This design comes from an exercise in tuning for small area, a short achievable clock period and few clock cycles on the open sky130 flow, not from production work.
In this exercise RTL edits were held to simulation tests only and were not proved equivalent to the original.

trial 95:
// userchoice_dual_scramble_hash_core
module userchoice_dual_scramble_hash_core (
  input  wire                              clk_i,
  input  wire                              rst_ni,
  input  wire                              in_valid_i,
  output logic                             in_stall_o,
  input  wire  [ucdsh_pkg::WordW-1:0]      in_data_i,
  input  wire                              in_last_i,
  output logic                             out_valid_o,
  input  wire                              out_stall_i,
  output logic [ucdsh_pkg::WordW-1:0]      out_hash_first_o,
  output logic [ucdsh_pkg::WordW-1:0]      out_hash_second_o,
  output logic                             out_hash_valid_o,
  input  wire                              cfg_we_i,
  input  wire  [ucdsh_pkg::CfgIdxW-1:0]    cfg_idx_i,
  input  wire  [ucdsh_pkg::WordW-1:0]      cfg_wdata_i
);
clock: 14.0 ns
lec_check: 0
abc_area: 1
cap_margin: 20
core_margin: 2
core_utilization: 40
setup_slack_margin: 5
slew_margin: 20
standard.sh (not shown) runs the stock make flow with config.mk's settings and CLKGATE_MAP_FILE= SYNTH_SCRIPT=/design/flow/synth_recipe.tcl, a recipe that flattens the netlist after the stock synthesis.
==> flow/flow/run.sh <==
#!/bin/bash
set -euo pipefail
bash standard.sh SETUP_SLACK_MARGIN=7 finish > flow.log 2>&1
Testbench counts of trial 95, summed over its fixed seeds: cycles 14,117.
### trial 95 -> build 3
diff --git a/flow/design.v b/flow/design.v
--- a/flow/design.v
+++ b/flow/design.v
@@ -1816,57 +1816,58 @@
   localparam logic [47:0] KA00 = booth(ucdsh_pkg::ScrA0_0), KA01 = booth(ucdsh_pkg::ScrA0_1),
                           KA02 = booth(ucdsh_pkg::ScrA0_2), KA03 = booth(ucdsh_pkg::ScrA0_3),
                           KA10 = booth(ucdsh_pkg::ScrA1_0), KA11 = booth(ucdsh_pkg::ScrA1_1),
                           KA12 = booth(ucdsh_pkg::ScrA1_2), KA13 = booth(ucdsh_pkg::ScrA1_3);
   localparam logic [47:0] KB00 = booth(ucdsh_pkg::ScrB0_0), KB01 = booth(ucdsh_pkg::ScrB0_1),
                           KB02 = booth(ucdsh_pkg::ScrB0_2), KB03 = booth(ucdsh_pkg::ScrB0_3),
                           KB10 = booth(ucdsh_pkg::ScrB1_0), KB11 = booth(ucdsh_pkg::ScrB1_1),
                           KB12 = booth(ucdsh_pkg::ScrB1_2), KB13 = booth(ucdsh_pkg::ScrB1_3);
-  logic [9:0]  ksa_q, ksb_q, ksa_d, ksb_d;
+  logic [9:0]  ksa_d, ksb_d;
   logic [4:0]  tn0, tn1;
-  logic [47:0] k_se, k_so, ka, kb;
+  logic [47:0] k_se, k_so, ka_d, kb_d;
+  logic [47:0] ka_q, kb_q;
   assign tn0   = t_d & {5{!pos_d}};
   assign tn1   = t_d & {5{pos_d}};
   assign ksa_d = {tn1[4:1], tn0[4:1], tn1[0], idle_d | tn0[0]};
   assign ksb_d = {tn1[4:2], tn1[0], tn0[4:2], idle_d | tn0[0], tn1[1], tn0[1]};
   assign k_se  = booth(seed_e_q | 32'd1);
   assign k_so  = booth(seed_o_q | 32'd1);
-  assign ka = ({48{ksa_q[0]}} & k_se) | ({48{ksa_q[1]}} & k_so) |
-              ({48{ksa_q[2]}} & KA00) | ({48{ksa_q[3]}} & KA01) |
-              ({48{ksa_q[4]}} & KA02) | ({48{ksa_q[5]}} & KA03) |
-              ({48{ksa_q[6]}} & KA10) | ({48{ksa_q[7]}} & KA11) |
-              ({48{ksa_q[8]}} & KA12) | ({48{ksa_q[9]}} & KA13);
-  assign kb = ({48{ksb_q[0]}} & k_se) | ({48{ksb_q[1]}} & k_so) |
-              ({48{ksb_q[2]}} & KB00) | ({48{ksb_q[3]}} & KB01) |
-              ({48{ksb_q[4]}} & KB02) | ({48{ksb_q[5]}} & KB03) |
-              ({48{ksb_q[6]}} & KB10) | ({48{ksb_q[7]}} & KB11) |
-              ({48{ksb_q[8]}} & KB12) | ({48{ksb_q[9]}} & KB13);
+  assign ka_d = ({48{ksa_d[0]}} & k_se) | ({48{ksa_d[1]}} & k_so) |
+                ({48{ksa_d[2]}} & KA00) | ({48{ksa_d[3]}} & KA01) |
+                ({48{ksa_d[4]}} & KA02) | ({48{ksa_d[5]}} & KA03) |
+                ({48{ksa_d[6]}} & KA10) | ({48{ksa_d[7]}} & KA11) |
+                ({48{ksa_d[8]}} & KA12) | ({48{ksa_d[9]}} & KA13);
+  assign kb_d = ({48{ksb_d[0]}} & k_se) | ({48{ksb_d[1]}} & k_so) |
+                ({48{ksb_d[2]}} & KB00) | ({48{ksb_d[3]}} & KB01) |
+                ({48{ksb_d[4]}} & KB02) | ({48{ksb_d[5]}} & KB03) |
+                ({48{ksb_d[6]}} & KB10) | ({48{ksb_d[7]}} & KB11) |
+                ({48{ksb_d[8]}} & KB12) | ({48{ksb_d[9]}} & KB13);
   logic [W-1:0] fold_w;
   logic [W-1:0] a_op, a_y;
   logic [W-1:0] b_op, b_add, b_y;
   assign fold_w = fold ? q_w0 : '0;
   assign a_op  = ({W{sa_w_q}} & q_w0) | ({W{sa_h_q}} & ha_q) |
                  ({W{sa_s_q}} & swap(ha_q));
   assign b_op  = ({W{sb_w_q}} & swap(q_w0)) | ({W{sb_q_q}} & q_w0) | ({W{sb_h_q}} & hb_q) |
                  ({W{sb_r_q}} & {16'd0, hb_q[31:16]}) | ({W{sb_s_q}} & swap(hb_q));
   assign b_add = ({W{sc_p_q}} & pb_q) | ({W{sc_h_q}} & hb_q);
   ucdsh_mac1 u_mac_a (
     .a_i   (a_op),
-    .one_i (ka[15:0]),
-    .two_i (ka[31:16]),
-    .neg_i (ka[47:32]),
+    .one_i (ka_q[15:0]),
+    .two_i (ka_q[31:16]),
+    .neg_i (ka_q[47:32]),
     .c0_i  (fold_w),
     .y_o   (a_y)
   );
   ucdsh_mac2 u_mac_b (
     .a_i   (b_op),
-    .one_i (kb[15:0]),
-    .two_i (kb[31:16]),
-    .neg_i (kb[47:32]),
+    .one_i (kb_q[15:0]),
+    .two_i (kb_q[31:16]),
+    .neg_i (kb_q[47:32]),
     .c0_i  (b_add),
     .c1_i  (fold_w),
     .y_o   (b_y)
   );
   logic [W-1:0] tot_a_eff, tot_b_eff, ta_op, tb_op;
   logic [W:0]   ta_sum, tb_sum;
   assign ta_op     = ({W{acc_q}} & ha_q) | ({W{sub_q}} & ~q_w0);
   assign tb_op     = ({W{acc_q}} & hb_q) | ({W{sub_q}} & ~q_w0);
@@ -1921,18 +1922,18 @@
         emit_q <= 1'b0;
       end
     end
   end
   always_ff @(posedge clk_i) begin
     if (take) begin
       q_w0 <= in_data_i; q_l0 <= in_last_i; q_n0 <= new_ns;
     end
-    ksa_q  <= ksa_d;
-    ksb_q  <= ksb_d;
+    ka_q   <= ka_d;
+    kb_q   <= kb_d;
     sa_w_q <= idle_d;
     sa_h_q <= !idle_d && t_d[0];
     sa_s_q <= |t_d[4:1];
     sb_w_q <= idle_d;
     sb_q_q <= fresh;
     sb_h_q <= (t_d[1] && !fresh) || t_d[3];
     sb_r_q <= t_d[2];
     sb_s_q <= !idle_d && (t_d[0] || t_d[4]);
[summary]
Build 3 vs. trial 95: area of all placed cells without fillers saw an increase, antenna diode instance count saw an increase, total half-perimeter wirelength after legalization and detailed placement saw an increase. Looking at post-route worst setup slack across both flows, build 3 is the weaker of the two, with trial 95 ahead. Against trial 95, build 3 comes in 3.0 points higher on fraction of the yosys area taken by sequential cells. Min post-synthesis cell count across build 3 and trial 95: trial 95. Relative to trial 95, met2 wire length has increased by 1700 um in build 3. Across both runs, global-route wire length before repair was higher for build 3 than for trial 95.
Testbench counts of build 3, summed over its fixed seeds: cycles 14,117.

## port drivers added, routing unchanged
The flow's constraints put no driver on any port. The routed layouts listed below were extracted and timed again, unchanged, in two steps. Step 1 (the two cells are an assumption about what drives the block):
set clk [get_ports {clk_i}]
set_driving_cell -lib_cell sky130_fd_sc_hd__clkbuf_16 $clk
set_driving_cell -lib_cell sky130_fd_sc_hd__buf_2 [delete_from_list [all_inputs] $clk]
Step 2 also shifts input and output timing later by t, the mid clock arrival at the registers, as if the neighbouring blocks saw the same clock. Slacks: ideal ports / drivers / drivers and shift; pairs: ideal ports / drivers.
| run | t, ns | slack for setup (ns) | clock arrival spread, ns |
|---|---|---|---|
| trial 95 | 0.665 | 7.033 / 7.022 / 7.033 | 0.042 / 0.041 |
| build 3 | 0.723 | 6.808 / 6.734 / 7.157 | 0.042 / 0.042 |
After both steps setup and hold are still met in every run listed.
